This is an optimization exercise on Yosys and OpenROAD, whose aim is small area, not a production implementation. The RTL was checked by simulation tests, not by an equivalence proof against the original design. Power and IR drop assume default switching activity.

==> flow/design.v (excerpt) <==
module bmp24_stream_to_rgb565 (
   input  logic                  clock,
   input  logic                  reset,
   input  logic                  req_tvalid,
   output logic                  req_tready,
   input  logic [7:0]            req_tdata,    
   input  logic                  req_tuser,    
   output logic                  rsp_tvalid,
   input  logic                  rsp_tready,
   output logic [55:0]           rsp_tdata,    
   output logic [2:0]            rsp_tuser,    
   output logic                  rsp_tlast,
   input  logic                  csr_valid,
   output logic                  csr_ready,
   input  logic [1:0]            csr_index,
   input  logic [15:0]           csr_wdata
);
   logic [15:0] origin_x, origin_y;
   logic        off_screen;
   bsr_csr u_csr (
      .clock      (clock),
      .reset      (reset),
      .csr_valid  (csr_valid),
      .csr_ready  (csr_ready),
      .csr_index  (csr_index),
      .csr_wdata  (csr_wdata),
      .origin_x   (origin_x),
      .origin_y   (origin_y),
      .off_screen (off_screen)
   );
   bsr_parser u_parser (
      .clock      (clock),
      .reset      (reset),
      .req_tvalid (req_tvalid),
      .req_tready (req_tready),
      .req_tdata  (req_tdata),
      .req_tuser  (req_tuser),
      .rsp_tvalid (rsp_tvalid),
      .rsp_tready (rsp_tready),
      .rsp_tdata  (rsp_tdata),
      .rsp_tuser  (rsp_tuser),
      .rsp_tlast  (rsp_tlast),
      .origin_x   (origin_x),
      .origin_y   (origin_y),
      .off_screen (off_screen)
   );
endmodule
Settings: LEC_CHECK=0, CAP_MARGIN=20, CORE_MARGIN=2, CORE_UTILIZATION=40, CTS_BUF_LIST=sky130_fd_sc_hd__clkbuf_8, SLEW_MARGIN=20; clock period 5.0 ns.
standard.sh (not shown) runs the stock make flow with config.mk's settings and CLKGATE_MAP_FILE= SYNTH_SCRIPT=/design/flow/synth_recipe.tcl, a recipe that flattens the netlist after the stock synthesis.
==> flow/flow/run.sh <==
#!/bin/bash
# The standard layout (standard.sh), with plain buf_1 cells as the
# port buffers; each tool's output is in the ORFS logs under orfs/logs.
export BUFFER_PORTS_ARGS="-buffer_cell sky130_fd_sc_hd__buf_1"
bash standard.sh > standard.log 2>&1
Next try:
--- a/flow/design.v
+++ b/flow/design.v
@@ -42,21 +42,14 @@
             default: sh_ff <= csr_wdata;
          endcase
       end
    end
    assign origin_x = ox_ff;
    assign origin_y = oy_ff;
-   function automatic logic ge16(input logic [15:0] a, input logic [15:0] b);
-      logic ge;
-      integer i;
-      ge = 1'b1;
-      for (i = 0; i < 16; i++) ge = (a[i] != b[i]) ? a[i] : ge;
-      ge16 = ge;
-   endfunction
-   assign off_screen = (!ox_ff[15] && ge16(ox_ff, sw_ff)) ||
-                       (!oy_ff[15] && ge16(oy_ff, sh_ff));
+   assign off_screen = (!ox_ff[15] && (ox_ff >= sw_ff)) ||
+                       (!oy_ff[15] && (oy_ff >= sh_ff));
 endmodule
 `timescale 1ns / 1ps
 module bsr_parser (
    input  logic        clock,
    input  logic        reset,
    input  logic        req_tvalid,
@@ -87,25 +80,12 @@
    logic        at_30;
    logic        off_lt30;
    logic        row_end;
    logic        is_err;
    logic [17:0] px, py;
    assign b = req_tdata;
-   function automatic logic [17:0] add18(input logic [15:0] a, input logic [15:0] d);
-      logic [17:0] s;
-      logic        c;
-      integer      i;
-      c = 1'b0;
-      for (i = 0; i < 16; i++) begin
-         s[i] = a[i] ^ d[i] ^ c;
-         c    = (a[i] ^ d[i]) ? c : a[i];
-      end
-      s[16] = a[15] ^ c;
-      s[17] = a[15] ^ (a[15] & c);
-      add18 = s;
-   endfunction
    assign req_tready = !valid_ff || rsp_tready;
    assign advance    = req_tvalid && req_tready;
    assign height = {col_ff[10:5], col_ff[15:14], col_ff[4:0], col_ff[13:11]};
    assign low_inc  = {1'b0, cnt_ff[15:0]} + 17'd1;
    assign high_cin = (phase_ff == bsr_pkg::PH_PIXEL) ? pos_ff[4] : low_inc[16];
    assign high_inc = cnt_ff[31:16] + {15'd0, high_cin};
@@ -239,14 +219,14 @@
          cnt_ff <= cnt_in;
          wid_ff <= wid_in;
          col_ff <= col_in;
       end
    end
    assign is_err = (phase_ff == bsr_pkg::PH_DONE) && (pos_ff[2:0] != 3'd0);
-   assign px     = add18(origin_x, cnt_ff[15:0]);
-   assign py     = add18(origin_y, ~cnt_ff[31:16]);
+   assign px     = {{2{origin_x[15]}}, origin_x} + {2'b00, cnt_ff[15:0]};
+   assign py     = {{2{origin_y[15]}}, origin_y} + {2'b00, ~cnt_ff[31:16]};
    assign rsp_tvalid = valid_ff;
    assign rsp_tdata  = is_err ? 56'd0 : {4'd0, col_ff, py, px};
    assign rsp_tuser  = (phase_ff == bsr_pkg::PH_DONE) ? pos_ff[2:0] : 3'd0;
    assign rsp_tlast  = (phase_ff == bsr_pkg::PH_DONE) && (pos_ff[2:0] == 3'd0);
 endmodule
 `timescale 1ns / 1ps
Outcome: Total power went down by a few percent; hold slack barely changes; utilization fell by 1.0 points; global-route usage rises by 0.83 points; cell area goes up by a few percent; sequential share of layout area drops by 1.5 points; maximum frequency climbs by a few percent; non-clock buffer count went down by 7; count of clock-buffer cells in the layout decreases by 1; routed wire length went up by roughly a tenth; setup slack is better by 0.25 ns; synthesized area rose by a few percent; die area grows by a few percent; clock skew falls by 0.0054 ns.

[afterwards: timing with drivers on the ports]
In the flow no input, the clock included, has a driving cell. The finished layouts below were timed again as built, in two steps.
Step 1 assumes that a clkbuf_16 drives the clock port and a buf_2 every other input.
Step 2, shift: input delay + t, output delay - t, t = (earliest + latest rising clock arrival at the registers) / 2. This alone moves slack from input paths to output paths.
a / b / c = no drivers / after step 1 / after step 2; a / b = the first two.
| run | t, ns | slack for setup (ns) | worst hold slack (ns) | pins driven straight from the clock port |
|---|---|---|---|---|
| the first run | 0.486 | 0.152 / 0.109 / 0.596 | 0.461 / 0.461 / 0.461 | 1 |
| the second run | 0.501 | 0.397 / 0.354 / 0.855 | 0.458 / 0.458 / 0.458 | 1 |
After both steps every run listed still meets setup and hold.
